This is an optimization exercise on Yosys and OpenROAD, whose aim is small area, a short achievable clock period and few clock cycles, not a production implementation. Only simulation tests tie the RTL to the original design; equivalence was not proved. Power is estimated from default activity; no workload was simulated.

## flow/config.mk

```make
export PLATFORM = sky130hd
export DESIGN_NAME = threshold_point_clustering
export DESIGN_NICKNAME = threshold_point_clustering
export VERILOG_FILES = /design/flow/design.v
export SDC_FILE = /design/flow/constraint.sdc
export NUM_CORES = 4
export LEC_CHECK = 0
export CAP_MARGIN = 20
export CELL_PAD_IN_SITES_DETAIL_PLACEMENT = 1
export CELL_PAD_IN_SITES_GLOBAL_PLACEMENT = 2
export CORE_MARGIN = 2
export CORE_UTILIZATION = 35
export PLACE_DENSITY = 0.45
export SETUP_SLACK_MARGIN = 1.0
export SLEW_MARGIN = 20
```

## flow/constraint.sdc

```tcl
create_clock -name core_clock -period 9.0 [get_ports {aclk}]
set_input_delay 1.8000 -clock core_clock [delete_from_list [all_inputs] [get_ports {aclk}]]
set_output_delay 1.8000 -clock core_clock [all_outputs]
set_load 0.01 [all_outputs]
```

## flow/design.v

```verilog
package tpc_pkg;
    localparam int MAX_POINTS_DEF = 64;
    localparam int COORD_BITS_DEF = 12;
    localparam int THR_W          = 12;
    localparam int THR_RESET      = 100;
    localparam int MEMBER_W       = 7;
endpackage
module tpc_divider #(
    parameter int RADIX_BITS = 3
) (
    input  logic        aclk,
    input  logic        aresetn,
    input  logic        start,       
    input  logic [17:0] sum_x,
    input  logic [17:0] sum_y,
    input  logic [6:0]  count,
    input  logic        last_in,
    input  logic        ovf_in,
    output logic        ready,       
    output logic        done,        
    input  logic        take,        
    output logic [11:0] q_x,
    output logic [11:0] q_y,
    output logic [6:0]  q_count,
    output logic        q_last,
    output logic        q_ovf
);
    localparam int STEPS = (12 + RADIX_BITS - 1) / RADIX_BITS;
    logic        busy, vld;
    logic [3:0]  left;
    logic [5:0]  rem_x, rem_y;
    logic [11:0] qx, qy;
    logic [6:0]  den;
    logic        last_r, ovf_r;
    logic [17:0] nvx, nvy;
    logic [6:0]  d_src;
    logic        idle_src;
    assign idle_src = !busy || vld;
    function automatic logic [17:0] step(input logic [5:0] r, input logic [11:0] q, input logic [6:0] d);
        logic [7:0] diff;
        diff = {1'b0, r, q[11]} - {1'b0, d};
        step = {diff[7] ? {r[4:0], q[11]} : diff[5:0], q[10:0], !diff[7]};
    endfunction
    always_comb begin
        logic [17:0] vx, vy;
        vx    = idle_src ? sum_x : {rem_x, qx};
        vy    = idle_src ? sum_y : {rem_y, qy};
        d_src = idle_src ? count : den;
        for (int i = 0; i < RADIX_BITS; i++) begin
            vx = step(vx[17:12], vx[11:0], d_src);
            vy = step(vy[17:12], vy[11:0], d_src);
        end
        nvx = vx;
        nvy = vy;
    end
    assign done  = vld;
    assign ready = !busy || (vld && take);
    always_ff @(posedge aclk) begin
        if (!aresetn) begin
            busy <= 1'b0;
            vld  <= 1'b0;
        end else if (start) begin
            busy <= 1'b1;
            vld  <= (count == 7'd1) || (count == 7'd2) || (count == 7'd4) || (STEPS == 1);
        end else if (vld && take) begin
            busy <= 1'b0;
            vld  <= 1'b0;
        end else if (busy && left == 4'd1) begin
            vld  <= 1'b1;
        end
    end
    always_ff @(posedge aclk) begin
        if (start) begin
            if (count == 7'd1) begin
                {rem_x, qx} <= sum_x;
                {rem_y, qy} <= sum_y;
                left        <= 4'd0;
            end else if (count == 7'd2) begin
                {rem_x, qx} <= {1'b0, sum_x[17:1]};
                {rem_y, qy} <= {1'b0, sum_y[17:1]};
                left        <= 4'd0;
            end else if (count == 7'd4) begin
                {rem_x, qx} <= {2'b0, sum_x[17:2]};
                {rem_y, qy} <= {2'b0, sum_y[17:2]};
                left        <= 4'd0;
            end else begin
                {rem_x, qx} <= nvx;
                {rem_y, qy} <= nvy;
                left        <= 4'(STEPS - 1);
            end
            den    <= count;
            last_r <= last_in;
            ovf_r  <= ovf_in;
        end else if (busy && left != '0) begin
            {rem_x, qx} <= nvx;
            {rem_y, qy} <= nvy;
            left        <= left - 1'b1;
        end
    end
    assign q_x     = qx;
    assign q_y     = qy;
    assign q_count = den;
    assign q_last  = last_r;
    assign q_ovf   = ovf_r;
endmodule
module tpc_dist_csa (
    input  logic [11:0] dx,
    input  logic [11:0] dy,
    input  logic [25:0] addend,
    output logic [25:0] s,
    output logic [25:0] c
);
    logic t1;
    logic t2;
    logic t3;
    logic t4;
    logic t5;
    logic t6;
    logic t7;
    logic t8;
    logic t9;
    logic t10;
    logic t11;
    logic t12;
    logic t13;
    logic t14;
    logic t15;
    logic t16;
    logic t17;
    logic t18;
    logic t19;
    logic t20;
    logic t21;
    logic t22;
    logic t23;
    logic t24;
    logic t25;
    logic t26;
    logic t27;
    logic t28;
    logic t29;
    logic t30;
    logic t31;
    logic t32;
    logic t33;
    logic t34;
    logic t35;
    logic t36;
    logic t37;
    logic t38;
    logic t39;
    logic t40;
    logic t41;
    logic t42;
    logic t43;
    logic t44;
    logic t45;
    logic t46;
    logic t47;
    logic t48;
    logic t49;
    logic t50;
    logic t51;
    logic t52;
    logic t53;
    logic t54;
    logic t55;
    logic t56;
    logic t57;
    logic t58;
    logic t59;
    logic t60;
    logic t61;
    logic t62;
    logic t63;
    logic t64;
    logic t65;
    logic t66;
    logic t67;
    logic t68;
    logic t69;
    logic t70;
    logic t71;
    logic t72;
    logic t73;
    logic t74;
    logic t75;
    logic t76;
    logic t77;
    logic t78;
    logic t79;
    logic t80;
    logic t81;
    logic t82;
    logic t83;
    logic t84;
    logic t85;
    logic t86;
    logic t87;
    logic t88;
    logic t89;
    logic t90;
    logic t91;
    logic t92;
    logic t93;
    logic t94;
    logic t95;
    logic t96;
    logic t97;
    logic t98;
    logic t99;
    logic t100;
    logic t101;
    logic t102;
    logic t103;
    logic t104;
    logic t105;
    logic t106;
    logic t107;
    logic t108;
    logic t109;
    logic t110;
    logic t111;
    logic t112;
    logic t113;
    logic t114;
    logic t115;
    logic t116;
    logic t117;
    logic t118;
    logic t119;
    logic t120;
    logic t121;
    logic t122;
    logic t123;
    logic t124;
    logic t125;
    logic t126;
    logic t127;
    logic t128;
    logic t129;
    logic t130;
    logic t131;
    logic t132;
    logic t133;
    logic t134;
    logic t135;
    logic t136;
    logic t137;
    logic t138;
    logic t139;
    logic t140;
    logic t141;
    logic t142;
    logic t143;
    logic t144;
    logic t145;
    logic t146;
    logic t147;
    logic t148;
    logic t149;
    logic t150;
    logic t151;
    logic t152;
    logic t153;
    logic t154;
    logic t155;
    logic t156;
    logic t157;
    logic t158;
    logic t159;
    logic t160;
    logic t161;
    logic t162;
    logic t163;
    logic t164;
    logic t165;
    logic t166;
    logic t167;
    logic t168;
    logic t169;
    logic t170;
    logic t171;
    logic t172;
    logic t173;
    logic t174;
    logic t175;
    logic t176;
    logic t177;
    logic t178;
    logic t179;
    logic t180;
    logic t181;
    logic t182;
    logic t183;
    logic t184;
    logic t185;
    logic t186;
    logic t187;
    logic t188;
    logic t189;
    logic t190;
    logic t191;
    logic t192;
    logic t193;
    logic t194;
    logic t195;
    logic t196;
    logic t197;
    logic t198;
    logic t199;
    logic t200;
    logic t201;
    logic t202;
    logic t203;
    logic t204;
    logic t205;
    logic t206;
    logic t207;
    logic t208;
    logic t209;
    logic t210;
    logic t211;
    logic t212;
    logic t213;
    logic t214;
    logic t215;
    logic t216;
    logic t217;
    logic t218;
    logic t219;
    logic t220;
    logic t221;
    logic t222;
    logic t223;
    logic t224;
    logic t225;
    logic t226;
    logic t227;
    logic t228;
    logic t229;
    logic t230;
    logic t231;
    logic t232;
    logic t233;
    logic t234;
    logic t235;
    logic t236;
    logic t237;
    logic t238;
    logic t239;
    logic t240;
    logic t241;
    logic t242;
    logic t243;
    logic t244;
    logic t245;
    logic t246;
    logic t247;
    logic t248;
    logic t249;
    logic t250;
    logic t251;
    logic t252;
    logic t253;
    logic t254;
    logic t255;
    logic t256;
    logic t257;
    logic t258;
    logic t259;
    logic t260;
    logic t261;
    logic t262;
    logic t263;
    logic t264;
    logic t265;
    logic t266;
    logic t267;
    logic t268;
    logic t269;
    logic t270;
    logic t271;
    logic t272;
    logic t273;
    logic t274;
    logic t275;
    logic t276;
    logic t277;
    logic t278;
    logic t279;
    logic t280;
    logic t281;
    logic t282;
    logic t283;
    logic t284;
    logic t285;
    logic t286;
    logic t287;
    logic t288;
    logic t289;
    logic t290;
    logic t291;
    logic t292;
    logic t293;
    logic t294;
    logic t295;
    logic t296;
    logic t297;
    logic t298;
    logic t299;
    logic t300;
    logic t301;
    logic t302;
    logic t303;
    logic t304;
    logic t305;
    logic t306;
    logic t307;
    logic t308;
    logic t309;
    logic t310;
    logic t311;
    logic t312;
    logic t313;
    logic t314;
    assign t1 = dx[0] ^ dy[0] ^ addend[0];
    assign t2 = (dx[0] & dy[0]) | (dx[0] & addend[0]) | (dy[0] & addend[0]);
    assign t3 = (dx[0] & dx[1]) ^ dx[1] ^ (dy[0] & dy[1]);
    assign t4 = ((dx[0] & dx[1]) & dx[1]) | ((dx[0] & dx[1]) & (dy[0] & dy[1])) | (dx[1] & (dy[0] & dy[1]));
    assign t5 = dy[1] ^ addend[2];
    assign t6 = dy[1] & addend[2];
    assign t7 = (dx[0] & dx[2]) ^ (dy[0] & dy[2]) ^ addend[3];
    assign t8 = ((dx[0] & dx[2]) & (dy[0] & dy[2])) | ((dx[0] & dx[2]) & addend[3]) | ((dy[0] & dy[2]) & addend[3]);
    assign t9 = (dx[0] & dx[3]) ^ (dx[1] & dx[2]) ^ dx[2];
    assign t10 = ((dx[0] & dx[3]) & (dx[1] & dx[2])) | ((dx[0] & dx[3]) & dx[2]) | ((dx[1] & dx[2]) & dx[2]);
    assign t11 = (dy[0] & dy[3]) ^ (dy[1] & dy[2]) ^ dy[2];
    assign t12 = ((dy[0] & dy[3]) & (dy[1] & dy[2])) | ((dy[0] & dy[3]) & dy[2]) | ((dy[1] & dy[2]) & dy[2]);
    assign t13 = (dx[0] & dx[4]) ^ (dx[1] & dx[3]) ^ (dy[0] & dy[4]);
    assign t14 = ((dx[0] & dx[4]) & (dx[1] & dx[3])) | ((dx[0] & dx[4]) & (dy[0] & dy[4])) | ((dx[1] & dx[3]) & (dy[0] & dy[4]));
    assign t15 = (dy[1] & dy[3]) ^ addend[5];
    assign t16 = (dy[1] & dy[3]) & addend[5];
    assign t17 = (dx[0] & dx[5]) ^ (dx[1] & dx[4]) ^ (dx[2] & dx[3]);
    assign t18 = ((dx[0] & dx[5]) & (dx[1] & dx[4])) | ((dx[0] & dx[5]) & (dx[2] & dx[3])) | ((dx[1] & dx[4]) & (dx[2] & dx[3]));
    assign t19 = dx[3] ^ (dy[0] & dy[5]) ^ (dy[1] & dy[4]);
    assign t20 = (dx[3] & (dy[0] & dy[5])) | (dx[3] & (dy[1] & dy[4])) | ((dy[0] & dy[5]) & (dy[1] & dy[4]));
    assign t21 = (dy[2] & dy[3]) ^ dy[3] ^ addend[6];
    assign t22 = ((dy[2] & dy[3]) & dy[3]) | ((dy[2] & dy[3]) & addend[6]) | (dy[3] & addend[6]);
    assign t23 = (dx[0] & dx[6]) ^ (dx[1] & dx[5]) ^ (dx[2] & dx[4]);
    assign t24 = ((dx[0] & dx[6]) & (dx[1] & dx[5])) | ((dx[0] & dx[6]) & (dx[2] & dx[4])) | ((dx[1] & dx[5]) & (dx[2] & dx[4]));
    assign t25 = (dy[0] & dy[6]) ^ (dy[1] & dy[5]) ^ (dy[2] & dy[4]);
    assign t26 = ((dy[0] & dy[6]) & (dy[1] & dy[5])) | ((dy[0] & dy[6]) & (dy[2] & dy[4])) | ((dy[1] & dy[5]) & (dy[2] & dy[4]));
    assign t27 = (dx[0] & dx[7]) ^ (dx[1] & dx[6]) ^ (dx[2] & dx[5]);
    assign t28 = ((dx[0] & dx[7]) & (dx[1] & dx[6])) | ((dx[0] & dx[7]) & (dx[2] & dx[5])) | ((dx[1] & dx[6]) & (dx[2] & dx[5]));
    assign t29 = (dx[3] & dx[4]) ^ dx[4] ^ (dy[0] & dy[7]);
    assign t30 = ((dx[3] & dx[4]) & dx[4]) | ((dx[3] & dx[4]) & (dy[0] & dy[7])) | (dx[4] & (dy[0] & dy[7]));
    assign t31 = (dy[1] & dy[6]) ^ (dy[2] & dy[5]) ^ (dy[3] & dy[4]);
    assign t32 = ((dy[1] & dy[6]) & (dy[2] & dy[5])) | ((dy[1] & dy[6]) & (dy[3] & dy[4])) | ((dy[2] & dy[5]) & (dy[3] & dy[4]));
    assign t33 = dy[4] ^ addend[8];
    assign t34 = dy[4] & addend[8];
    assign t35 = (dx[0] & dx[8]) ^ (dx[1] & dx[7]) ^ (dx[2] & dx[6]);
    assign t36 = ((dx[0] & dx[8]) & (dx[1] & dx[7])) | ((dx[0] & dx[8]) & (dx[2] & dx[6])) | ((dx[1] & dx[7]) & (dx[2] & dx[6]));
    assign t37 = (dx[3] & dx[5]) ^ (dy[0] & dy[8]) ^ (dy[1] & dy[7]);
    assign t38 = ((dx[3] & dx[5]) & (dy[0] & dy[8])) | ((dx[3] & dx[5]) & (dy[1] & dy[7])) | ((dy[0] & dy[8]) & (dy[1] & dy[7]));
    assign t39 = (dy[2] & dy[6]) ^ (dy[3] & dy[5]) ^ addend[9];
    assign t40 = ((dy[2] & dy[6]) & (dy[3] & dy[5])) | ((dy[2] & dy[6]) & addend[9]) | ((dy[3] & dy[5]) & addend[9]);
    assign t41 = (dx[0] & dx[9]) ^ (dx[1] & dx[8]) ^ (dx[2] & dx[7]);
    assign t42 = ((dx[0] & dx[9]) & (dx[1] & dx[8])) | ((dx[0] & dx[9]) & (dx[2] & dx[7])) | ((dx[1] & dx[8]) & (dx[2] & dx[7]));
    assign t43 = (dx[3] & dx[6]) ^ (dx[4] & dx[5]) ^ dx[5];
    assign t44 = ((dx[3] & dx[6]) & (dx[4] & dx[5])) | ((dx[3] & dx[6]) & dx[5]) | ((dx[4] & dx[5]) & dx[5]);
    assign t45 = (dy[0] & dy[9]) ^ (dy[1] & dy[8]) ^ (dy[2] & dy[7]);
    assign t46 = ((dy[0] & dy[9]) & (dy[1] & dy[8])) | ((dy[0] & dy[9]) & (dy[2] & dy[7])) | ((dy[1] & dy[8]) & (dy[2] & dy[7]));
    assign t47 = (dy[3] & dy[6]) ^ (dy[4] & dy[5]) ^ dy[5];
    assign t48 = ((dy[3] & dy[6]) & (dy[4] & dy[5])) | ((dy[3] & dy[6]) & dy[5]) | ((dy[4] & dy[5]) & dy[5]);
    assign t49 = (dx[0] & dx[10]) ^ (dx[1] & dx[9]) ^ (dx[2] & dx[8]);
    assign t50 = ((dx[0] & dx[10]) & (dx[1] & dx[9])) | ((dx[0] & dx[10]) & (dx[2] & dx[8])) | ((dx[1] & dx[9]) & (dx[2] & dx[8]));
    assign t51 = (dx[3] & dx[7]) ^ (dx[4] & dx[6]) ^ (dy[0] & dy[10]);
    assign t52 = ((dx[3] & dx[7]) & (dx[4] & dx[6])) | ((dx[3] & dx[7]) & (dy[0] & dy[10])) | ((dx[4] & dx[6]) & (dy[0] & dy[10]));
    assign t53 = (dy[1] & dy[9]) ^ (dy[2] & dy[8]) ^ (dy[3] & dy[7]);
    assign t54 = ((dy[1] & dy[9]) & (dy[2] & dy[8])) | ((dy[1] & dy[9]) & (dy[3] & dy[7])) | ((dy[2] & dy[8]) & (dy[3] & dy[7]));
    assign t55 = (dy[4] & dy[6]) ^ addend[11];
    assign t56 = (dy[4] & dy[6]) & addend[11];
    assign t57 = (dx[0] & dx[11]) ^ (dx[1] & dx[10]) ^ (dx[2] & dx[9]);
    assign t58 = ((dx[0] & dx[11]) & (dx[1] & dx[10])) | ((dx[0] & dx[11]) & (dx[2] & dx[9])) | ((dx[1] & dx[10]) & (dx[2] & dx[9]));
    assign t59 = (dx[3] & dx[8]) ^ (dx[4] & dx[7]) ^ (dx[5] & dx[6]);
    assign t60 = ((dx[3] & dx[8]) & (dx[4] & dx[7])) | ((dx[3] & dx[8]) & (dx[5] & dx[6])) | ((dx[4] & dx[7]) & (dx[5] & dx[6]));
    assign t61 = dx[6] ^ (dy[0] & dy[11]) ^ (dy[1] & dy[10]);
    assign t62 = (dx[6] & (dy[0] & dy[11])) | (dx[6] & (dy[1] & dy[10])) | ((dy[0] & dy[11]) & (dy[1] & dy[10]));
    assign t63 = (dy[2] & dy[9]) ^ (dy[3] & dy[8]) ^ (dy[4] & dy[7]);
    assign t64 = ((dy[2] & dy[9]) & (dy[3] & dy[8])) | ((dy[2] & dy[9]) & (dy[4] & dy[7])) | ((dy[3] & dy[8]) & (dy[4] & dy[7]));
    assign t65 = (dy[5] & dy[6]) ^ dy[6] ^ addend[12];
    assign t66 = ((dy[5] & dy[6]) & dy[6]) | ((dy[5] & dy[6]) & addend[12]) | (dy[6] & addend[12]);
    assign t67 = (dx[1] & dx[11]) ^ (dx[2] & dx[10]) ^ (dx[3] & dx[9]);
    assign t68 = ((dx[1] & dx[11]) & (dx[2] & dx[10])) | ((dx[1] & dx[11]) & (dx[3] & dx[9])) | ((dx[2] & dx[10]) & (dx[3] & dx[9]));
    assign t69 = (dx[4] & dx[8]) ^ (dx[5] & dx[7]) ^ (dy[1] & dy[11]);
    assign t70 = ((dx[4] & dx[8]) & (dx[5] & dx[7])) | ((dx[4] & dx[8]) & (dy[1] & dy[11])) | ((dx[5] & dx[7]) & (dy[1] & dy[11]));
    assign t71 = (dy[2] & dy[10]) ^ (dy[3] & dy[9]) ^ (dy[4] & dy[8]);
    assign t72 = ((dy[2] & dy[10]) & (dy[3] & dy[9])) | ((dy[2] & dy[10]) & (dy[4] & dy[8])) | ((dy[3] & dy[9]) & (dy[4] & dy[8]));
    assign t73 = (dy[5] & dy[7]) ^ addend[13];
    assign t74 = (dy[5] & dy[7]) & addend[13];
    assign t75 = (dx[2] & dx[11]) ^ (dx[3] & dx[10]) ^ (dx[4] & dx[9]);
    assign t76 = ((dx[2] & dx[11]) & (dx[3] & dx[10])) | ((dx[2] & dx[11]) & (dx[4] & dx[9])) | ((dx[3] & dx[10]) & (dx[4] & dx[9]));
    assign t77 = (dx[5] & dx[8]) ^ (dx[6] & dx[7]) ^ dx[7];
    assign t78 = ((dx[5] & dx[8]) & (dx[6] & dx[7])) | ((dx[5] & dx[8]) & dx[7]) | ((dx[6] & dx[7]) & dx[7]);
    assign t79 = (dy[2] & dy[11]) ^ (dy[3] & dy[10]) ^ (dy[4] & dy[9]);
    assign t80 = ((dy[2] & dy[11]) & (dy[3] & dy[10])) | ((dy[2] & dy[11]) & (dy[4] & dy[9])) | ((dy[3] & dy[10]) & (dy[4] & dy[9]));
    assign t81 = (dy[5] & dy[8]) ^ (dy[6] & dy[7]) ^ dy[7];
    assign t82 = ((dy[5] & dy[8]) & (dy[6] & dy[7])) | ((dy[5] & dy[8]) & dy[7]) | ((dy[6] & dy[7]) & dy[7]);
    assign t83 = (dx[3] & dx[11]) ^ (dx[4] & dx[10]) ^ (dx[5] & dx[9]);
    assign t84 = ((dx[3] & dx[11]) & (dx[4] & dx[10])) | ((dx[3] & dx[11]) & (dx[5] & dx[9])) | ((dx[4] & dx[10]) & (dx[5] & dx[9]));
    assign t85 = (dx[6] & dx[8]) ^ (dy[3] & dy[11]) ^ (dy[4] & dy[10]);
    assign t86 = ((dx[6] & dx[8]) & (dy[3] & dy[11])) | ((dx[6] & dx[8]) & (dy[4] & dy[10])) | ((dy[3] & dy[11]) & (dy[4] & dy[10]));
    assign t87 = (dy[5] & dy[9]) ^ (dy[6] & dy[8]) ^ addend[15];
    assign t88 = ((dy[5] & dy[9]) & (dy[6] & dy[8])) | ((dy[5] & dy[9]) & addend[15]) | ((dy[6] & dy[8]) & addend[15]);
    assign t89 = (dx[4] & dx[11]) ^ (dx[5] & dx[10]) ^ (dx[6] & dx[9]);
    assign t90 = ((dx[4] & dx[11]) & (dx[5] & dx[10])) | ((dx[4] & dx[11]) & (dx[6] & dx[9])) | ((dx[5] & dx[10]) & (dx[6] & dx[9]));
    assign t91 = (dx[7] & dx[8]) ^ dx[8] ^ (dy[4] & dy[11]);
    assign t92 = ((dx[7] & dx[8]) & dx[8]) | ((dx[7] & dx[8]) & (dy[4] & dy[11])) | (dx[8] & (dy[4] & dy[11]));
    assign t93 = (dy[5] & dy[10]) ^ (dy[6] & dy[9]) ^ (dy[7] & dy[8]);
    assign t94 = ((dy[5] & dy[10]) & (dy[6] & dy[9])) | ((dy[5] & dy[10]) & (dy[7] & dy[8])) | ((dy[6] & dy[9]) & (dy[7] & dy[8]));
    assign t95 = dy[8] ^ addend[16];
    assign t96 = dy[8] & addend[16];
    assign t97 = (dx[5] & dx[11]) ^ (dx[6] & dx[10]) ^ (dx[7] & dx[9]);
    assign t98 = ((dx[5] & dx[11]) & (dx[6] & dx[10])) | ((dx[5] & dx[11]) & (dx[7] & dx[9])) | ((dx[6] & dx[10]) & (dx[7] & dx[9]));
    assign t99 = (dy[5] & dy[11]) ^ (dy[6] & dy[10]) ^ (dy[7] & dy[9]);
    assign t100 = ((dy[5] & dy[11]) & (dy[6] & dy[10])) | ((dy[5] & dy[11]) & (dy[7] & dy[9])) | ((dy[6] & dy[10]) & (dy[7] & dy[9]));
    assign t101 = (dx[6] & dx[11]) ^ (dx[7] & dx[10]) ^ (dx[8] & dx[9]);
    assign t102 = ((dx[6] & dx[11]) & (dx[7] & dx[10])) | ((dx[6] & dx[11]) & (dx[8] & dx[9])) | ((dx[7] & dx[10]) & (dx[8] & dx[9]));
    assign t103 = dx[9] ^ (dy[6] & dy[11]) ^ (dy[7] & dy[10]);
    assign t104 = (dx[9] & (dy[6] & dy[11])) | (dx[9] & (dy[7] & dy[10])) | ((dy[6] & dy[11]) & (dy[7] & dy[10]));
    assign t105 = (dy[8] & dy[9]) ^ dy[9] ^ addend[18];
    assign t106 = ((dy[8] & dy[9]) & dy[9]) | ((dy[8] & dy[9]) & addend[18]) | (dy[9] & addend[18]);
    assign t107 = (dx[7] & dx[11]) ^ (dx[8] & dx[10]) ^ (dy[7] & dy[11]);
    assign t108 = ((dx[7] & dx[11]) & (dx[8] & dx[10])) | ((dx[7] & dx[11]) & (dy[7] & dy[11])) | ((dx[8] & dx[10]) & (dy[7] & dy[11]));
    assign t109 = (dy[8] & dy[10]) ^ addend[19];
    assign t110 = (dy[8] & dy[10]) & addend[19];
    assign t111 = (dx[8] & dx[11]) ^ (dx[9] & dx[10]) ^ dx[10];
    assign t112 = ((dx[8] & dx[11]) & (dx[9] & dx[10])) | ((dx[8] & dx[11]) & dx[10]) | ((dx[9] & dx[10]) & dx[10]);
    assign t113 = (dy[8] & dy[11]) ^ (dy[9] & dy[10]) ^ dy[10];
    assign t114 = ((dy[8] & dy[11]) & (dy[9] & dy[10])) | ((dy[8] & dy[11]) & dy[10]) | ((dy[9] & dy[10]) & dy[10]);
    assign t115 = (dx[9] & dx[11]) ^ (dy[9] & dy[11]) ^ addend[21];
    assign t116 = ((dx[9] & dx[11]) & (dy[9] & dy[11])) | ((dx[9] & dx[11]) & addend[21]) | ((dy[9] & dy[11]) & addend[21]);
    assign t117 = (dx[10] & dx[11]) ^ dx[11] ^ (dy[10] & dy[11]);
    assign t118 = ((dx[10] & dx[11]) & dx[11]) | ((dx[10] & dx[11]) & (dy[10] & dy[11])) | (dx[11] & (dy[10] & dy[11]));
    assign t119 = dy[11] ^ addend[22];
    assign t120 = dy[11] & addend[22];
    assign t121 = t4 ^ t6 ^ t7;
    assign t122 = (t4 & t6) | (t4 & t7) | (t6 & t7);
    assign t123 = t8 ^ t9 ^ t11;
    assign t124 = (t8 & t9) | (t8 & t11) | (t9 & t11);
    assign t125 = t10 ^ t12 ^ t13;
    assign t126 = (t10 & t12) | (t10 & t13) | (t12 & t13);
    assign t127 = t14 ^ t16 ^ t17;
    assign t128 = (t14 & t16) | (t14 & t17) | (t16 & t17);
    assign t129 = t19 ^ t21;
    assign t130 = t19 & t21;
    assign t131 = t18 ^ t20 ^ t22;
    assign t132 = (t18 & t20) | (t18 & t22) | (t20 & t22);
    assign t133 = t23 ^ t25 ^ addend[7];
    assign t134 = (t23 & t25) | (t23 & addend[7]) | (t25 & addend[7]);
    assign t135 = t24 ^ t26 ^ t27;
    assign t136 = (t24 & t26) | (t24 & t27) | (t26 & t27);
    assign t137 = t29 ^ t31 ^ t33;
    assign t138 = (t29 & t31) | (t29 & t33) | (t31 & t33);
    assign t139 = t28 ^ t30 ^ t32;
    assign t140 = (t28 & t30) | (t28 & t32) | (t30 & t32);
    assign t141 = t34 ^ t35 ^ t37;
    assign t142 = (t34 & t35) | (t34 & t37) | (t35 & t37);
    assign t143 = t36 ^ t38 ^ t40;
    assign t144 = (t36 & t38) | (t36 & t40) | (t38 & t40);
    assign t145 = t41 ^ t43 ^ t45;
    assign t146 = (t41 & t43) | (t41 & t45) | (t43 & t45);
    assign t147 = t47 ^ addend[10];
    assign t148 = t47 & addend[10];
    assign t149 = t42 ^ t44 ^ t46;
    assign t150 = (t42 & t44) | (t42 & t46) | (t44 & t46);
    assign t151 = t48 ^ t49 ^ t51;
    assign t152 = (t48 & t49) | (t48 & t51) | (t49 & t51);
    assign t153 = t53 ^ t55;
    assign t154 = t53 & t55;
    assign t155 = t50 ^ t52 ^ t54;
    assign t156 = (t50 & t52) | (t50 & t54) | (t52 & t54);
    assign t157 = t56 ^ t57 ^ t59;
    assign t158 = (t56 & t57) | (t56 & t59) | (t57 & t59);
    assign t159 = t61 ^ t63 ^ t65;
    assign t160 = (t61 & t63) | (t61 & t65) | (t63 & t65);
    assign t161 = t58 ^ t60 ^ t62;
    assign t162 = (t58 & t60) | (t58 & t62) | (t60 & t62);
    assign t163 = t64 ^ t66 ^ t67;
    assign t164 = (t64 & t66) | (t64 & t67) | (t66 & t67);
    assign t165 = t69 ^ t71 ^ t73;
    assign t166 = (t69 & t71) | (t69 & t73) | (t71 & t73);
    assign t167 = t68 ^ t70 ^ t72;
    assign t168 = (t68 & t70) | (t68 & t72) | (t70 & t72);
    assign t169 = t74 ^ t75 ^ t77;
    assign t170 = (t74 & t75) | (t74 & t77) | (t75 & t77);
    assign t171 = t79 ^ t81 ^ addend[14];
    assign t172 = (t79 & t81) | (t79 & addend[14]) | (t81 & addend[14]);
    assign t173 = t76 ^ t78 ^ t80;
    assign t174 = (t76 & t78) | (t76 & t80) | (t78 & t80);
    assign t175 = t82 ^ t83 ^ t85;
    assign t176 = (t82 & t83) | (t82 & t85) | (t83 & t85);
    assign t177 = t84 ^ t86 ^ t88;
    assign t178 = (t84 & t86) | (t84 & t88) | (t86 & t88);
    assign t179 = t89 ^ t91 ^ t93;
    assign t180 = (t89 & t91) | (t89 & t93) | (t91 & t93);
    assign t181 = t90 ^ t92 ^ t94;
    assign t182 = (t90 & t92) | (t90 & t94) | (t92 & t94);
    assign t183 = t96 ^ t97 ^ t99;
    assign t184 = (t96 & t97) | (t96 & t99) | (t97 & t99);
    assign t185 = t98 ^ t100 ^ t101;
    assign t186 = (t98 & t100) | (t98 & t101) | (t100 & t101);
    assign t187 = t103 ^ t105;
    assign t188 = t103 & t105;
    assign t189 = t102 ^ t104 ^ t106;
    assign t190 = (t102 & t104) | (t102 & t106) | (t104 & t106);
    assign t191 = t107 ^ t109;
    assign t192 = t107 & t109;
    assign t193 = t108 ^ t110 ^ t111;
    assign t194 = (t108 & t110) | (t108 & t111) | (t110 & t111);
    assign t195 = t113 ^ addend[20];
    assign t196 = t113 & addend[20];
    assign t197 = t112 ^ t114 ^ t115;
    assign t198 = (t112 & t114) | (t112 & t115) | (t114 & t115);
    assign t199 = t116 ^ t117 ^ t119;
    assign t200 = (t116 & t117) | (t116 & t119) | (t117 & t119);
    assign t201 = t118 ^ t120 ^ addend[23];
    assign t202 = (t118 & t120) | (t118 & addend[23]) | (t120 & addend[23]);
    assign t203 = t122 ^ t123 ^ addend[4];
    assign t204 = (t122 & t123) | (t122 & addend[4]) | (t123 & addend[4]);
    assign t205 = t124 ^ t125 ^ t15;
    assign t206 = (t124 & t125) | (t124 & t15) | (t125 & t15);
    assign t207 = t126 ^ t127 ^ t129;
    assign t208 = (t126 & t127) | (t126 & t129) | (t127 & t129);
    assign t209 = t128 ^ t130 ^ t131;
    assign t210 = (t128 & t130) | (t128 & t131) | (t130 & t131);
    assign t211 = t132 ^ t134 ^ t135;
    assign t212 = (t132 & t134) | (t132 & t135) | (t134 & t135);
    assign t213 = t136 ^ t138 ^ t139;
    assign t214 = (t136 & t138) | (t136 & t139) | (t138 & t139);
    assign t215 = t141 ^ t39;
    assign t216 = t141 & t39;
    assign t217 = t140 ^ t142 ^ t143;
    assign t218 = (t140 & t142) | (t140 & t143) | (t142 & t143);
    assign t219 = t145 ^ t147;
    assign t220 = t145 & t147;
    assign t221 = t144 ^ t146 ^ t148;
    assign t222 = (t144 & t146) | (t144 & t148) | (t146 & t148);
    assign t223 = t149 ^ t151 ^ t153;
    assign t224 = (t149 & t151) | (t149 & t153) | (t151 & t153);
    assign t225 = t150 ^ t152 ^ t154;
    assign t226 = (t150 & t152) | (t150 & t154) | (t152 & t154);
    assign t227 = t155 ^ t157 ^ t159;
    assign t228 = (t155 & t157) | (t155 & t159) | (t157 & t159);
    assign t229 = t156 ^ t158 ^ t160;
    assign t230 = (t156 & t158) | (t156 & t160) | (t158 & t160);
    assign t231 = t161 ^ t163 ^ t165;
    assign t232 = (t161 & t163) | (t161 & t165) | (t163 & t165);
    assign t233 = t162 ^ t164 ^ t166;
    assign t234 = (t162 & t164) | (t162 & t166) | (t164 & t166);
    assign t235 = t167 ^ t169 ^ t171;
    assign t236 = (t167 & t169) | (t167 & t171) | (t169 & t171);
    assign t237 = t168 ^ t170 ^ t172;
    assign t238 = (t168 & t170) | (t168 & t172) | (t170 & t172);
    assign t239 = t173 ^ t175 ^ t87;
    assign t240 = (t173 & t175) | (t173 & t87) | (t175 & t87);
    assign t241 = t174 ^ t176 ^ t177;
    assign t242 = (t174 & t176) | (t174 & t177) | (t176 & t177);
    assign t243 = t179 ^ t95;
    assign t244 = t179 & t95;
    assign t245 = t178 ^ t180 ^ t181;
    assign t246 = (t178 & t180) | (t178 & t181) | (t180 & t181);
    assign t247 = t183 ^ addend[17];
    assign t248 = t183 & addend[17];
    assign t249 = t182 ^ t184 ^ t185;
    assign t250 = (t182 & t184) | (t182 & t185) | (t184 & t185);
    assign t251 = t186 ^ t188 ^ t189;
    assign t252 = (t186 & t188) | (t186 & t189) | (t188 & t189);
    assign t253 = t190 ^ t192 ^ t193;
    assign t254 = (t190 & t192) | (t190 & t193) | (t192 & t193);
    assign t255 = t194 ^ t196 ^ t197;
    assign t256 = (t194 & t196) | (t194 & t197) | (t196 & t197);
    assign t257 = t208 ^ t209 ^ t133;
    assign t258 = (t208 & t209) | (t208 & t133) | (t209 & t133);
    assign t259 = t210 ^ t211 ^ t137;
    assign t260 = (t210 & t211) | (t210 & t137) | (t211 & t137);
    assign t261 = t212 ^ t213 ^ t215;
    assign t262 = (t212 & t213) | (t212 & t215) | (t213 & t215);
    assign t263 = t214 ^ t216 ^ t217;
    assign t264 = (t214 & t216) | (t214 & t217) | (t216 & t217);
    assign t265 = t218 ^ t220 ^ t221;
    assign t266 = (t218 & t220) | (t218 & t221) | (t220 & t221);
    assign t267 = t222 ^ t224 ^ t225;
    assign t268 = (t222 & t224) | (t222 & t225) | (t224 & t225);
    assign t269 = t226 ^ t228 ^ t229;
    assign t270 = (t226 & t228) | (t226 & t229) | (t228 & t229);
    assign t271 = t230 ^ t232 ^ t233;
    assign t272 = (t230 & t232) | (t230 & t233) | (t232 & t233);
    assign t273 = t234 ^ t236 ^ t237;
    assign t274 = (t234 & t236) | (t234 & t237) | (t236 & t237);
    assign t275 = t238 ^ t240 ^ t241;
    assign t276 = (t238 & t240) | (t238 & t241) | (t240 & t241);
    assign t277 = t242 ^ t244 ^ t245;
    assign t278 = (t242 & t244) | (t242 & t245) | (t244 & t245);
    assign t279 = t246 ^ t248 ^ t249;
    assign t280 = (t246 & t248) | (t246 & t249) | (t248 & t249);
    assign t281 = t250 ^ t251 ^ t191;
    assign t282 = (t250 & t251) | (t250 & t191) | (t251 & t191);
    assign t283 = t252 ^ t253 ^ t195;
    assign t284 = (t252 & t253) | (t252 & t195) | (t253 & t195);
    assign t285 = t256 ^ t198 ^ t199;
    assign t286 = (t256 & t198) | (t256 & t199) | (t198 & t199);
    assign t287 = t262 ^ t263 ^ t219;
    assign t288 = (t262 & t263) | (t262 & t219) | (t263 & t219);
    assign t289 = t264 ^ t265 ^ t223;
    assign t290 = (t264 & t265) | (t264 & t223) | (t265 & t223);
    assign t291 = t266 ^ t267 ^ t227;
    assign t292 = (t266 & t267) | (t266 & t227) | (t267 & t227);
    assign t293 = t268 ^ t269 ^ t231;
    assign t294 = (t268 & t269) | (t268 & t231) | (t269 & t231);
    assign t295 = t270 ^ t271 ^ t235;
    assign t296 = (t270 & t271) | (t270 & t235) | (t271 & t235);
    assign t297 = t272 ^ t273 ^ t239;
    assign t298 = (t272 & t273) | (t272 & t239) | (t273 & t239);
    assign t299 = t274 ^ t275 ^ t243;
    assign t300 = (t274 & t275) | (t274 & t243) | (t275 & t243);
    assign t301 = t276 ^ t277 ^ t247;
    assign t302 = (t276 & t277) | (t276 & t247) | (t277 & t247);
    assign t303 = t278 ^ t279 ^ t187;
    assign t304 = (t278 & t279) | (t278 & t187) | (t279 & t187);
    assign t305 = t284 ^ t254 ^ t255;
    assign t306 = (t284 & t254) | (t284 & t255) | (t254 & t255);
    assign t307 = t286 ^ t200 ^ t201;
    assign t308 = (t286 & t200) | (t286 & t201) | (t200 & t201);
    assign t309 = t304 ^ t280 ^ t281;
    assign t310 = (t304 & t280) | (t304 & t281) | (t280 & t281);
    assign t311 = t308 ^ t202 ^ addend[24];
    assign t312 = (t308 & t202) | (t308 & addend[24]) | (t202 & addend[24]);
    assign t313 = t310 ^ t282 ^ t283;
    assign t314 = (t310 & t282) | (t310 & t283) | (t282 & t283);
    assign s[0] = t1;
    assign c[0] = 1'b0;
    assign s[1] = t2;
    assign c[1] = addend[1];
    assign s[2] = t3;
    assign c[2] = t5;
    assign s[3] = t121;
    assign c[3] = 1'b0;
    assign s[4] = t203;
    assign c[4] = 1'b0;
    assign s[5] = t204;
    assign c[5] = t205;
    assign s[6] = t206;
    assign c[6] = t207;
    assign s[7] = t257;
    assign c[7] = 1'b0;
    assign s[8] = t258;
    assign c[8] = t259;
    assign s[9] = t260;
    assign c[9] = t261;
    assign s[10] = t287;
    assign c[10] = 1'b0;
    assign s[11] = t288;
    assign c[11] = t289;
    assign s[12] = t290;
    assign c[12] = t291;
    assign s[13] = t292;
    assign c[13] = t293;
    assign s[14] = t294;
    assign c[14] = t295;
    assign s[15] = t296;
    assign c[15] = t297;
    assign s[16] = t298;
    assign c[16] = t299;
    assign s[17] = t300;
    assign c[17] = t301;
    assign s[18] = t302;
    assign c[18] = t303;
    assign s[19] = t309;
    assign c[19] = 1'b0;
    assign s[20] = t313;
    assign c[20] = 1'b0;
    assign s[21] = t314;
    assign c[21] = t305;
    assign s[22] = t306;
    assign c[22] = t285;
    assign s[23] = t307;
    assign c[23] = 1'b0;
    assign s[24] = t311;
    assign c[24] = 1'b0;
    assign s[25] = t312;
    assign c[25] = addend[25];
endmodule
module threshold_point_clustering #(
    parameter int MAX_POINTS = tpc_pkg::MAX_POINTS_DEF,
    parameter int COORD_BITS = tpc_pkg::COORD_BITS_DEF
) (
    input  logic                         aclk,
    input  logic                         aresetn,
    input  logic                         cfg_valid,
    output logic                         cfg_ready,
    input  logic [tpc_pkg::THR_W-1:0]    cfg_data,
    input  logic                         s_valid,
    output logic                         s_ready,
    input  logic [COORD_BITS-1:0]        s_point_x,
    input  logic [COORD_BITS-1:0]        s_point_y,
    input  logic                         s_last_point,
    output logic                         m_valid,
    input  logic                         m_ready,
    output logic [COORD_BITS-1:0]        m_centroid_x,
    output logic [COORD_BITS-1:0]        m_centroid_y,
    output logic [tpc_pkg::MEMBER_W-1:0] m_member_count,
    output logic                         m_last_cluster,
    output logic                         m_overflow
);
    localparam int N   = 64;
    localparam int CB  = 12;
    localparam int KS  = 4;           
    localparam int CW  = CB - KS;     
    localparam int RADIX = 2;         
    logic [N-1:0][CB-1:0] rx, ry;
    logic [N-1:0]         U, F, C;
    logic [N-1:0]         Un, Fn, Cn;
    logic       proc;             
    logic [6:0] n_pts;            
    logic       ovf;              
    logic [5:0] dgap;             
    logic       rdy;
    logic [5:0] phi;              
    logic acc, ins;
    assign acc = s_valid && rdy;
    assign ins = acc && !n_pts[6];
    logic [25:0] limm1;           
    logic [CW+1:0] tc;            
    logic        active;
    logic [CB-1:0] px, py;        
    logic [17:0] sx, sy;
    logic [6:0]  cnt;
    logic          a_v, a_tsq;
    logic [CB-1:0] a_x, a_y, a_dx, a_dy;
    logic [5:0]    a_tag;
    function automatic logic [N-1:0] lowbit(input logic [N-1:0] v);
        logic [N-1:0] p;    
        p = {v[N-2:0], 1'b0};
        for (int s = 1; s < N; s = s * 2) p = p | (p << s);
        lowbit = v & ~p;
    endfunction
    function automatic logic [N-1:0] circ_lowbit(input logic [N-1:0] v, input logic [5:0] ph);
        logic [N-1:0] m, hi;
        for (int k = 0; k < N; k++) m[k] = (6'(k) >= ph);
        hi = v & m;
        circ_lowbit = (|hi) ? lowbit(hi) : lowbit(v);
    endfunction
    logic [N-1:0] cu, sel_chk, sel;
    logic [N-1:0] popsel;         
    logic [N-1:0] seedsel;        
    logic         cu_any, f_any, u_any, pipe_empty;   
    logic         do_chk, do_pop, do_seed, do_done, idle;
    logic         div_ready, r_free;
    assign cu       = C & U;
    assign cu_any   = |cu;
    assign pipe_empty = !a_v;
    assign sel_chk  = lowbit(cu);
    assign do_chk  = proc && cu_any;
    assign do_pop  = proc && !cu_any && f_any && u_any;
    assign idle    = proc && !cu_any && !(f_any && u_any) && pipe_empty
                     && (!active || r_free);
    assign do_seed = idle && u_any;
    assign do_done = idle && !u_any;      
    assign sel = cu_any ? sel_chk : (f_any ? popsel : seedsel);
    logic [CB-1:0] mux_x, mux_y;
    logic [5:0]    sel_idx;
    always_comb begin
        mux_x   = '0;
        mux_y   = '0;
        sel_idx = '0;
        for (int k = 0; k < N; k++) begin
            mux_x   = mux_x | (rx[k] & {CB{sel[k]}});
            mux_y   = mux_y | (ry[k] & {CB{sel[k]}});
            sel_idx = sel_idx | (6'(k) & {6{sel[k]}});
        end
    end
    function automatic logic gt7(input logic [CW-1:0] a, input logic [CW-1:0] b);
        logic g;
        g = 1'b0;
        for (int i = 0; i < CW; i++) g = (a[i] & ~b[i]) | ((a[i] | ~b[i]) & g);
        gt7 = g;
    endfunction
    logic [CW+2:0] lo_x, hi_x, lo_y, hi_y;
    logic [CW-1:0] lo_xc, hi_xc, lo_yc, hi_yc;
    logic          lo_x_all, hi_x_all, lo_y_all, hi_y_all;
    assign lo_x = {3'b010, mux_x[CB-1:KS]} - {1'b0, tc};
    assign hi_x = {3'b010, mux_x[CB-1:KS]} + {1'b0, tc};
    assign lo_y = {3'b010, mux_y[CB-1:KS]} - {1'b0, tc};
    assign hi_y = {3'b010, mux_y[CB-1:KS]} + {1'b0, tc};
    assign lo_x_all = !lo_x[CW+1];
    assign lo_y_all = !lo_y[CW+1];
    assign hi_x_all = hi_x[CW+2] || (hi_x[CW+1] && hi_x[CW]);
    assign hi_y_all = hi_y[CW+2] || (hi_y[CW+1] && hi_y[CW]);
    assign lo_xc = lo_x[CW-1:0];
    assign hi_xc = hi_x[CW-1:0];
    assign lo_yc = lo_y[CW-1:0];
    assign hi_yc = hi_y[CW-1:0];
    logic [N-1:0] box;
    always_comb begin
        for (int k = 0; k < N; k++) begin
            logic [CW-1:0] cx, cy;
            cx = rx[k][CB-1:KS];
            cy = ry[k][CB-1:KS];
            box[k] = (lo_x_all || gt7(cx, lo_xc)) && (hi_x_all || gt7(hi_xc, cx))
                  && (lo_y_all || gt7(cy, lo_yc)) && (hi_y_all || gt7(hi_yc, cy));
        end
    end
    logic [25:0]  csa_s, csa_c, addend, vsum;
    logic         carry25, near, hit, hit_u;
    logic [N-1:0] hit_dec;
    assign addend = a_tsq ? '1 : ~limm1;
    tpc_dist_csa u_csa (
        .dx     (a_dx),
        .dy     (a_dy),
        .addend (addend),
        .s      (csa_s),
        .c      (csa_c)
    );
    always_comb begin
        logic [24:0] g, p;
        g = csa_s[24:0] & csa_c[24:0];
        p = csa_s[24:0] | csa_c[24:0];
        for (int s = 1; s < 25; s = s * 2) begin
            for (int i = 24; i >= s; i--) begin
                g[i] = g[i] | (p[i] & g[i-s]);
                p[i] = p[i] & p[i-s];
            end
        end
        carry25 = g[24];
    end
    assign near  = csa_s[25] ^ csa_c[25] ^ carry25;
    assign vsum  = csa_s + csa_c;
    assign hit   = a_v && !a_tsq && near;
    always_comb begin
        for (int k = 0; k < N; k++) hit_dec[k] = hit && (a_tag == 6'(k));
    end
    assign hit_u = hit;
    logic clr_f;
    assign clr_f = idle;      
    always_comb begin
        for (int k = 0; k < N; k++) begin
            Un[k] = U[k] && !(do_seed && sel[k]) && !hit_dec[k];
            Fn[k] = !clr_f && ((F[k] && !(do_pop && sel[k])) || (hit_dec[k] && U[k]));
            if (do_pop || do_seed) Cn[k] = U[k] && !sel[k] && box[k];
            else                   Cn[k] = C[k] && !(do_chk && sel[k]);
        end
    end
    always_ff @(posedge aclk) begin
        for (int k = 0; k < N - 1; k++) begin
            rx[k] <= rx[k+1];
            ry[k] <= ry[k+1];
        end
        rx[N-1] <= ins ? s_point_x : rx[0];
        ry[N-1] <= ins ? s_point_y : ry[0];
    end
    logic [N-1:0] U_nx, F_nx, seed_cur, Fw, Fw_nx, hit_nx, pop_lb;
    logic         fw_any;
    assign U_nx     = {ins ? 1'b1 : Un[0], Un[N-1:1]};
    assign F_nx     = {ins ? 1'b0 : Fn[0], Fn[N-1:1]};
    assign seed_cur = circ_lowbit(U & ~({N{do_seed}} & sel), phi);
    always_comb begin
        for (int k = 0; k < N; k++) Fw[k] = !clr_f && F[k] && !(do_pop && sel[k]);
    end
    assign Fw_nx  = {Fw[0], Fw[N-1:1]};
    assign hit_nx = {hit_dec[0], hit_dec[N-1:1]};
    assign fw_any = |Fw;
    assign pop_lb = lowbit(Fw_nx);
    always_ff @(posedge aclk) begin
        if (!aresetn) begin
            U     <= '0;
            F     <= '0;
            f_any <= 1'b0;
            u_any <= 1'b0;
        end else begin
            U     <= U_nx;
            F     <= F_nx;
            f_any <= fw_any || (hit && !clr_f);
            u_any <= ins || (|(U & ~({N{do_seed}} & sel)));
        end
        C       <= {ins ? 1'b0 : Cn[0], Cn[N-1:1]};
        popsel  <= fw_any ? pop_lb : hit_nx;
        seedsel <= (ins && n_pts == 7'd0) ? {1'b1, {(N-1){1'b0}}} : {seed_cur[0], seed_cur[N-1:1]};
    end
    always_ff @(posedge aclk) begin
        if (!aresetn) begin
            proc  <= 1'b0;
            n_pts <= '0;
            ovf   <= 1'b0;
            dgap  <= '0;
            rdy   <= 1'b1;
            phi   <= '0;
        end else begin
            phi  <= (ins && n_pts == 7'd0) ? 6'd63 : phi - 1'b1;
            dgap <= ins ? 6'd0 : dgap - 1'b1;
            if (!proc) begin
                if (acc) begin
                    if (!n_pts[6]) n_pts <= n_pts + 1'b1;
                    else           ovf   <= 1'b1;
                    if (s_last_point) begin
                        proc <= 1'b1;
                        rdy  <= 1'b0;
                    end else begin
                        rdy <= 1'b1;
                    end
                end else begin
                    rdy <= (n_pts == 7'd0) || n_pts[6] || (dgap == 6'd1);
                end
            end else if (do_done) begin
                proc  <= 1'b0;
                n_pts <= '0;
                ovf   <= 1'b0;
                rdy   <= 1'b1;
            end
        end
    end
    logic [CB-1:0] t_m1;
    assign t_m1 = cfg_data - 1'b1;
    always_ff @(posedge aclk) begin
        if (!aresetn) begin
            tc <= (CW+2)'((tpc_pkg::THR_RESET - 2) / (1 << KS) + 2);
        end else if (cfg_valid) begin
            tc <= (cfg_data == '0) ? '0 : (CW+2)'({1'b0, t_m1[CB-1:KS]} + (t_m1[KS-1:0] != '0) + 1'b1);
        end
    end
    always_ff @(posedge aclk) begin
        if (!aresetn) begin
            limm1 <= 26'(tpc_pkg::THR_RESET * tpc_pkg::THR_RESET - 1);
        end else if (a_v && a_tsq) begin
            limm1 <= vsum;
        end
    end
    always_ff @(posedge aclk) begin
        if (do_pop || do_seed) begin
            px <= mux_x;
            py <= mux_y;
        end
    end
    always_ff @(posedge aclk) begin
        if (!aresetn) begin
            a_v <= 1'b0;
        end else begin
            a_v <= do_chk || cfg_valid;
        end
    end
    logic [CB:0]   ex, ey;
    logic [CB-1:0] dx, dy;
    assign ex = {1'b0, mux_x} - {1'b0, px};
    assign ey = {1'b0, mux_y} - {1'b0, py};
    assign dx = ex[CB] ? CB'(-ex) : ex[CB-1:0];
    assign dy = ey[CB] ? CB'(-ey) : ey[CB-1:0];
    always_ff @(posedge aclk) begin
        a_tsq <= cfg_valid;
        a_dx  <= cfg_valid ? cfg_data : dx;
        a_dy  <= cfg_valid ? '0 : dy;
        a_x   <= mux_x;
        a_y   <= mux_y;
        a_tag <= sel_idx - 1'b1;
    end
    logic [17:0] sx_n, sy_n;
    logic [6:0]  cnt_n;
    always_ff @(posedge aclk) begin
        if (!aresetn) begin
            active <= 1'b0;
        end else if (idle) begin
            active <= do_seed;
        end
    end
    always_ff @(posedge aclk) begin
        if (do_seed) begin
            sx  <= 18'(mux_x);
            sy  <= 18'(mux_y);
            cnt <= 7'd1;
        end else if (hit_u) begin
            sx  <= sx + 18'(a_x);
            sy  <= sy + 18'(a_y);
            cnt <= cnt + 1'b1;
        end
    end
    logic        d_done, d_take, d_start;
    logic [11:0] q_x, q_y;
    logic [6:0]  q_cnt;
    logic        q_last, q_ovf;
    logic          r_v, r_last, r_ovf, r1_v, r1_last, r1_ovf, push;
    logic [17:0]   r_sx, r_sy, r1_sx, r1_sy;
    logic [6:0]    r_cnt, r1_cnt;
    assign push    = idle && active;
    assign d_start = r_v && div_ready;
    assign r_free  = !r1_v;
    assign d_take  = m_ready;
    always_ff @(posedge aclk) begin
        if (!aresetn) begin
            r_v  <= 1'b0;
            r1_v <= 1'b0;
        end else if (!r_v || d_start) begin
            r_v  <= r1_v || push;
            r1_v <= r1_v && push;
        end else begin
            r1_v <= r1_v || push;
        end
    end
    always_ff @(posedge aclk) begin
        if (!r_v || d_start) begin
            if (r1_v) begin
                r_sx   <= r1_sx;
                r_sy   <= r1_sy;
                r_cnt  <= r1_cnt;
                r_last <= r1_last;
                r_ovf  <= r1_ovf;
            end else if (push) begin
                r_sx   <= sx;
                r_sy   <= sy;
                r_cnt  <= cnt;
                r_last <= !u_any;
                r_ovf  <= ovf;
            end
        end
        if (push && (r1_v || (r_v && !d_start))) begin
            r1_sx   <= sx;
            r1_sy   <= sy;
            r1_cnt  <= cnt;
            r1_last <= !u_any;
            r1_ovf  <= ovf;
        end
    end
    tpc_divider #(.RADIX_BITS(RADIX)) u_div (
        .aclk    (aclk),
        .aresetn (aresetn),
        .start   (d_start),
        .sum_x   (r_sx),
        .sum_y   (r_sy),
        .count   (r_cnt),
        .last_in (r_last),
        .ovf_in  (r_ovf),
        .ready   (div_ready),
        .done    (d_done),
        .take    (d_take),
        .q_x     (q_x),
        .q_y     (q_y),
        .q_count (q_cnt),
        .q_last  (q_last),
        .q_ovf   (q_ovf)
    );
    assign cfg_ready      = 1'b1;
    assign s_ready        = rdy;
    assign m_valid        = d_done;
    assign m_centroid_x   = q_x;
    assign m_centroid_y   = q_y;
    assign m_member_count = q_cnt;
    assign m_last_cluster = q_last;
    assign m_overflow     = q_ovf;
endmodule
```

## flow/run.sh

```bash
#!/bin/bash
# synth_recipe.tcl (not shown) runs the flow's synth.tcl, then flattens the netlist and writes it again
# the make line also repeats each setting of config.mk as NAME=value (left out here)
make -C /OpenROAD-flow-scripts/flow DESIGN_CONFIG=/design/flow/config.mk WORK_HOME=/design/flow/orfs CLKGATE_MAP_FILE= SYNTH_SCRIPT=/design/flow/synth_recipe.tcl finish
```

==> results by group, run 1 <==
Run status
  – Status: no timing/DRC/antenna violations

Setup path
  – CP peak stage delay: roughly 0.56 ns
  – Crit Path Class: reg -> reg
  – Crit-path most repeated cell: buf_4
  – CP Launch Type: flip-flop
  – Critical Path Sink Type: flip-flop
  – Data required, critical path: ~9.7 ns
  – Slowest CP cell: or4_1
  – Worst R2R Start: C[4]
  – Worst EP arrival: roughly 8.9 ns
  – R2R Setup Slk: 0.88 ns
  – CP max FO: 36
  – Reg2Reg Depth: 29
  – FF-to-FF End: C[43]

Synth
  – Adder-cell share of the synthesized area: 0.102
  – Mapped Area: 0.103 mm2
  – Xor/xnor share of the synthesized area: 0.0134
  – Share of the synthesized area in the top cell type: 0.388
  – Seq/Total Area, Yosys: 0.443
  – Mapped Cells: ~11,000
  – Synth area leader: dfxtp_1
  – Post-Synth Simple-Gate Area: 0.132
  – Post-synth net total: around 11,000
  – Warnings, synthesis: 2
  – Ys async rst share: 0
  – Synth top area cells: dfxtp_1 (39%), edfxtp_1 (5.5%), maj3_1 (5.4%)
  – Post-synth cell types: a little over 100
  – Ys flop type: dfxtp_1
  – Syn Area/Cell: approximately 9.3 um2
  – Synth Register Bits: 2,182
  – Post-synth EDFFs: approximately 190
  – Proportion of synthesized area in mux cells: 0.0202
  – Main combinational cell family by area after synthesis: compound AO/OA/AOI/OAI gates
  – Compound-Gate Fraction of Synth Area: 0.249

Global routing
  – Largest net degree at the start of global routing: 66
  – First-pass GRT wire length: 951,000 um
  – Number of global-route vias before repair: about 110k
  – Remaining Overflow, GRT: 0
  – Total track usage: 0.461
  – Initial antenna violation count: 100

CTS
  – Cts bufs inserted: 267
  – TritonCTS clock tree: yes
  – Clk buf depth: 4
  – Clk Latency, worst-skew pair: 0.97 ns
  – H-tree Lvls: 5
  – Clock Pin Slew Worst Setup and Hold Paths: 0.07 ns
  – CTS Root Cell: clkbuf_16
  – Clk sinks: ~2,200
  – # hold bufs at CTS: 0

Place
  – Dpl cells: approximately 15,000
  – GPL Wtd Cong: 1.10
  – PortBufs: between 70 and 80
  – Pre-CTS setup slack: -0.679 ns
  – Post-DP HPWL: 550,000 um

Power and ir drop
  – Reg power frac: 0.263
  – Pwr dens: between 300 and 400 mW/mm2
  – Worst IR Drop VDD: ~0.7 mV
  – Clock group share of total power: 0.261
  – Comb pwr share: 0.477
  – Pint: around 25,000 uW
  – Net Switching: around 19,000 uW
  – Leakage: a little under 0.05 uW
  – Switching portion of total power: 0.437

Timing
  – Period utilization: 0.902
  – Setup slack after layout: roughly 0.88 ns
  – Rel. slew slack: 0.221
  – Worst-Margin Slew: 1.17 ns
  – Final Hold Fails: 0
  – Fmax: about 120 MHz
  – RSZ-0062 raised after global routing: yes
  – Hold slack: between 0.3 and 0.4 ns
  – Final setup skew: ~0.11 ns
  – Final min period: 8.12 ns
  – Setup violators final: 0
  – Fin. max-slew vios: 0

Detailed routing
  – DR DRC count: 0
  – Antenna-violating nets left: 0
  – Via count: ~110k
  – DRT Pass-1 Iters: 10
  – Drt initial violations: about 15,000
  – Average wire per standard cell: 44.6 um
  – Avg Vias per Cell: 6.77
  – WL final: between 700,000 and 800,000 um

Floorplan
  – Boundary Pins: a little under 80
  – Die Ht: ~550 um
  – Starting Density: 0.351
  – Row Count: between 150 and 200
  – Core Footprint: between 0.2 and 0.3 mm2
  – DIE WIDTH: around 550 um
  – Die area: ~0.3 mm2

Worst hold path
  – Hold depth: 0
  – Endpoint, Worst Hold: rx[627]
  – Min-delay src: rx[639]
  – Hold Path Class: reg -> reg

Finish
  – Final nets: between 10,000 and 15,000
  – Storage cell area: between 0.04 and 0.05 mm2
  – Multi-input combinational cell area: approximately 0.055 mm2
  – Area added between synthesis and finish: 24.3%
  – Share of cells above drive strength 1: 0.172
  – Fin cells: roughly 16,000
  – # fillers: 32,742

Job
  – # Max-Cap Violations: 0
[layout by cell type, fill, tap and decap left out, types with 128 or more instances in the layout]
| master | instances |
|---|---|
| a221oi_1 | 341 |
| nor3_1 | 128 |
| o211ai_1 | 188 |
| inv_1 | 319 |
| fa_1 | 134 |
| a22oi_1 | 300 |
| buf_4 | 1046 |
| o22ai_1 | 216 |
| o21ai_0 | 738 |
| nand2_1 | 879 |
| a21oi_1 | 707 |
| dfxtp_1 | 1978 |
| nand3_1 | 355 |
| buf_12 | 131 |
| edfxtp_1 | 187 |
| ha_1 | 174 |
| nand4_1 | 190 |
| clkbuf_16 | 275 |
| and2_1 | 132 |
| a22o_1 | 186 |
| maj3_1 | 534 |
| nor2_1 | 649 |
[worst max-delay path by stage]
stage	from	end	slack [ns]	depth (start not counted)
global route	U[16]	C[55]	0.96	33
global placement	C[33]	C[45]	-1.93	29
floorplan	U[3]	C[47]	1.18	34
CTS	C[37]	C[0]	1.01	34
finish	C[4]	C[43]	0.88	29
detailed placement	C[33]	C[45]	-0.68	31
[logic make-up after synthesis]
logic type / Yosys count
XOR/XNOR: 157
other: 1
AO/OA/AOI/OAI: 3731
multiplexers: 195
buffers and inverters: 1093
adder cells (fa/ha/maj): 868
flip-flops: 2182
AND/OR/NAND/NOR: 2845
[cells in the mapped netlist, types with 190 or more instances]
cell type and count:
inv_1 323, clkbuf_1 624, nand4_1 190, nor2_1 669
a22oi_1 306, nand2_1 890, nand3_1 360, a21oi_1 719
a221oi_1 360, o21ai_0 782, dfxtp_1 1995, maj3_1 550
o22ai_1 225
[sequential cells by signal, summed over array words and instances, names as in the netlist, 26 cells and up]
signal and cells:
ry 768, U 64, rx 768, seedsel 64
popsel 64, C 64, limm1 26, F 64
[worst max-delay path, delay by kind of cell, from the launching register on]
kind | cells | cell delay, ns
AOI/OAI and AO/OA | 9 | 1.74
adders and majority gates | 5 | 2.19
buffers and inverters | 8 | 1.68
DFF | 1 | 0.43
and+or+nand+nor | 7 | 1.82
[repair_timing]
item                                    CTS  global route
cloned                                    2             1
endpoints found under the setup margin  107           116
buffers inserted                         54            30
resized for setup                       135           132
pin swaps                                46            46
[power groups by stage]
stage	sequential, uW	clock (uW)	combinational [uW]
final	11600	11500	21000
after global routing	11600	11900	22300
after CTS	11500	11500	20300
after detailed placement	11700	0	20100
after global placement	11700	0	19800
after floorplan	11100	0	11500
[metal layers]
layer	share of wire	track usage	routed length, um
met4	0.087	0.328	62000
met2	0.43	0.702	307000
met3	0.11	0.140	78000
met1	0.37	0.553	267000
met5	0.00074	0	527
[final cells by class]
class,instances,area share
Inverter,326,0.00959
Multi-Input combinational cell,7797,0.432
Clock inverter,112,0.0120
Antenna cell,36,0.000705
Timing Repair Buffer,1286,0.0917
Sequential cell,2182,0.356
Clock buffer,363,0.0594
Tap cell,3919,0.0383
[through the flow]
stage / instance area, um2 / utilization / TNS (ns) / power [uW]
after floorplan: 103000 / - / 0 / 22600
after global placement: 117000 / 0.398 / -74.59 / 31400
after detailed placement: 117000 / 0.398 / -7.54 / 31800
after CTS: 127000 / 0.433 / 0 / 43400
after global routing: 128000 / 0.436 / 0 / 45800
final: 128000 / 0.436 / 0 / 44100
Testbench counts, summed over its fixed seeds: cycles 8,730.
==> run 2, diff against run 1 <==
--- a/flow/config.mk
+++ b/flow/config.mk
@@ -11,5 +11,5 @@
 export CORE_MARGIN = 2
 export CORE_UTILIZATION = 35
 export PLACE_DENSITY = 0.45
-export SETUP_SLACK_MARGIN = 1.0
+export SETUP_SLACK_MARGIN = 1.5
 export SLEW_MARGIN = 20
==> run 2 against run 1 <==
Clock-buffer cell count increased by 14. Clock power is essentially flat. Critical path type unchanged. Power up 4.9%. Still clean. Setup slack better by 0.28 ns. Synthesized cell count did not move. Non-clock buffer count increased by 196. Sequential power hardly changed.
==> results by group, run 2 <==
Synth
  – Proportion of synthesized area in mux cells: 0.0202 (unchanged)
  – Synth top area cells: dfxtp_1 (39%), edfxtp_1 (5.5%), maj3_1 (5.4%)
  – Ys async rst share: 0 (unchanged)
  – Adder-cell share of the synthesized area: 0.102 (unchanged)
  – Synth Register Bits: 2,182 (unchanged)
  – Mapped Cells: 11,072 (unchanged)
  – Share of the synthesized area in the top cell type: 0.388 (unchanged)
  – Post-Synth Simple-Gate Area: 0.132 (unchanged)
  – Post-synth net total: 11,432 (unchanged)
  – Synth cell count leaders: dfxtp_1 (1,995), nand2_1 (890), o21ai_0 (782), a21oi_1 (719), nor2_1 (669)
  – Xor/xnor share of the synthesized area: 0.0134 (unchanged)
  – Seq/Total Area, Yosys: 0.443 (unchanged)
  – Warnings, synthesis: 2 (unchanged)
  – Ys flop type: dfxtp_1
  – Post-synth EDFFs: 187 (unchanged)
  – Count leader, synth: dfxtp_1
  – Main combinational cell family by area after synthesis: compound AO/OA/AOI/OAI gates
  – Synth area leader: dfxtp_1
  – Compound-Gate Fraction of Synth Area: 0.249 (unchanged)
  – Post-synth cell types: 101 (unchanged)
  – Mapped Area: 0.103 mm2 (unchanged)
  – Syn Area/Cell: 9.29 um2 (unchanged)

Detailed routing
  – Average wire per standard cell: 45.5 um (+2.1%)
  – Drt initial violations: 15,801 (+2.6%)
  – DRT Pass-1 Iters: 9 (-1)
  – WL final: 739,000 um (+3.5%)
  – DR DRC count: 0 (unchanged)
  – Via count: 111,968 (+3.2%)
  – Antenna-violating nets left: 0 (unchanged)
  – Avg Vias per Cell: 6.89 (+1.8%)

CTS
  – Clk buf depth: 4 (unchanged)
  – Clock Pin Slew Worst Setup and Hold Paths: 0.07 ns (about the same)
  – H-tree Lvls: 5 (unchanged)
  – Clk sinks: 2,182 (unchanged)
  – CTS Root Cell: clkbuf_16
  – Cts bufs inserted: 264 (-1.1%)
  – TritonCTS clock tree: yes
  – Clk Latency, worst-skew pair: 0.95 ns (-0.02 ns)
  – # hold bufs at CTS: 0 (unchanged)

Power and ir drop
  – Pint: 25,900 uW (+4.0%)
  – Reg power frac: 0.252 (-0.011)
  – Comb pwr share: 0.495 (+0.018)
  – Leakage: 0.0515 uW (+5.3%)
  – Worst IR Drop VDD: 0.620 mV (-11%)
  – Pwr dens: 346 mW/mm2 (+0.11%)
  – Clock group share of total power: 0.254 (-0.007)
  – Switching portion of total power: 0.441 (+0.00468)
  – Net Switching: 20,400 uW (+6.0%)

Job
  – # Max-Cap Violations: 0 (unchanged)

Setup path
  – FF-to-FF End: C[7]
  – Critical Path Sink Type: flip-flop
  – Worst R2R Start: U[35]
  – Slowest CP cell: o211ai_1
  – CP Launch Type: flip-flop
  – Crit Path Class: reg -> reg
  – CP max FO: 7 (-81%)
  – Crit-path most repeated cell: buf_12
  – Crit path from: U[35]
  – Reg2Reg Depth: 35 (+21%)
  – Crit path capture: C[7]
  – Worst EP arrival: 8.68 ns (-0.18 ns)
  – R2R Setup Slk: 1.16 ns (+0.28 ns)
  – Data required, critical path: 9.84 ns (+0.10 ns)
  – CP peak stage delay: 0.68 ns (+0.12 ns)

Finish
  – Final nets: 12,415 (+1.6%)
  – Multi-input combinational cell area: 0.0583 mm2 (+5.5%)
  – Share of cells above drive strength 1: 0.247 (+0.0748)
  – Area added between synthesis and finish: 30.2%
  – Fin cells: 16,245 (+1.4%)
  – Commonest non-fill, non-tap cell in the layout: dfxtp_1
  – Most frequent cells in the layout: dfxtp_1 (1,937), buf_4 (1,102), nand2_1 (856), nor2_1 (631), a21oi_1 (627)
  – Post-layout util: 0.457 (+0.0209)
  – Largest registers: rx: 768 flops, ry: 768 flops
  – # fillers: 32,178 (-1.7%)
  – Storage cell area: 0.0457 mm2 (+0.18%)

Floorplan
  – Boundary Pins: 78 (unchanged)
  – DIE WIDTH: 546 um (unchanged)
  – Row Count: 199 (unchanged)
  – Die Ht: 546 um (unchanged)
  – Starting Density: 0.351 (unchanged)
  – Core Footprint: 0.293 mm2 (unchanged)
  – Die area: 0.298 mm2 (unchanged)

Place
  – GPL Wtd Cong: 1.11 (+1.1%)
  – PortBufs: 76 (unchanged)
  – Post-DP HPWL: 558,000 um (+1.3%)
  – Dpl cells: 15,396 (-0.18%)

Global routing
  – Largest net degree at the start of global routing: 65 (-1.5%)
  – Total track usage: 0.474 (+0.0127)
  – Remaining Overflow, GRT: 0 (unchanged)
  – Initial antenna violation count: 91 (-9.0%)
  – Number of global-route vias before repair: 109,197 (+0.88%)
  – First-pass GRT wire length: 974,000 um (+2.4%)

Timing
  – Fin. max-slew vios: 0 (unchanged)
  – Setup violators final: 0 (unchanged)
  – Final Hold Fails: 0 (unchanged)
  – Final min period: 7.84 ns (-0.281 ns)
  – Worst-Margin Slew: 1.26 ns (+0.0930 ns)
  – RSZ-0062 raised after global routing: yes
  – Hold slack: 0.313 ns (-0.0149 ns)
  – Rel. slew slack: 0.159 (-0.0620)
  – Period utilization: 0.871 (-0.0312)
  – Fmax: 128 MHz (+3.6%)
  – Final setup skew: 0.0967 ns (-0.0169 ns)

Worst hold path
  – Hold Path Class: reg -> reg

Run status
  – Status: no timing/DRC/antenna violations
==> run 2: cell counts after synthesis <==
No cell type changed its count.
==> run 2: power groups by stage <==
stage	Combinational (uW)	Clock, uW	Sequential (uW)
final	22900	11700	11700
after global routing	24000	12100	11600
after CTS	21300	11700	11500
after detailed placement	20500	0	11700
after global placement	20100	0	11700
after floorplan	11500	0	11100
==> run 2: cells by family after synthesis <==
logic type | count (synthesis)
compound gates | 3731
xor+xnor | 157
fa+ha+maj | 868
buf+inv | 1093
flops | 2182
mux | 195
other cells | 1
simple gates | 2845
==> run 2: what timing repair did <==
| item | in CTS | in global routing |
|---|---|---|
| resized for setup | 634 | 838 |
| gates cloned | 11 | 8 |
| pin swaps | 213 | 360 |
| setup endpoints to repair | 145 | 145 |
| buffers inserted | 158 | 135 |
==> run 2: area by class of cell <==
class / instances / area share
Antenna cell: 68 / 0.00127
Clock buffer: 377 / 0.0582
Sequential cell: 2182 / 0.341
Timing Repair Buffer: 1482 / 0.108
Tap cell: 3919 / 0.0366
Clock inverter: 92 / 0.0114
Inverter: 326 / 0.00930
Multi-Input combinational cell: 7799 / 0.435
==> run 2: critical path, delay by kind of cell (launching register included) <==
| kind | cells | cell delay [ns] |
|---|---|---|
| AND/OR/NAND/NOR | 7 | 1.74 |
| buffers and inverters | 13 | 1.77 |
| flip-flops | 1 | 0.37 |
| adder cells (fa/ha/maj) | 4 | 1.33 |
| AO/OA/AOI/OAI | 11 | 2.52 |
==> run 2: worst min-delay path by stage <==
stage,startpoint,endpoint,slack (ns),depth (start not counted)
finish,ry[25],ry[13],0.31,0
global route,ry[25],ry[13],0.30,0
CTS,ry[25],ry[13],0.30,0
detailed placement,rx[15],rx[3],0.34,0
global placement,rx[721],rx[709],0.33,0
floorplan,rx[685],rx[673],0.33,0
==> run 2: per-stage QoR <==
step	setup TNS, ns	total power [uW]	setup slack (ns)	instance area [um2]
after detailed placement	-5.62	32300	-0.598	117000
after global routing	0	47800	1.23	134000
final	0	46300	1.16	134000
after floorplan	0	22600	1.54	103000
after CTS	0	44600	1.39	130000
after global placement	-82.51	31900	-1.73	116000
==> run 2: routing by layer <==
metal	track usage	up-vias	wire, um
met2	0.710	8074	313000
met1	0.562	57080	272000
met4	0.367	46	71400
li1	-	44025	-
met5	0.00144	-	611
met3	0.150	2743	82200

Check on run 2: ideal ports give 1.158 ns setup slack; a clkbuf_16 on the clock port and buf_2 on the inputs give 1.158 ns; moving port delays by the midpoint clock arrival (1.032 ns) as well gives 1.158 ns.
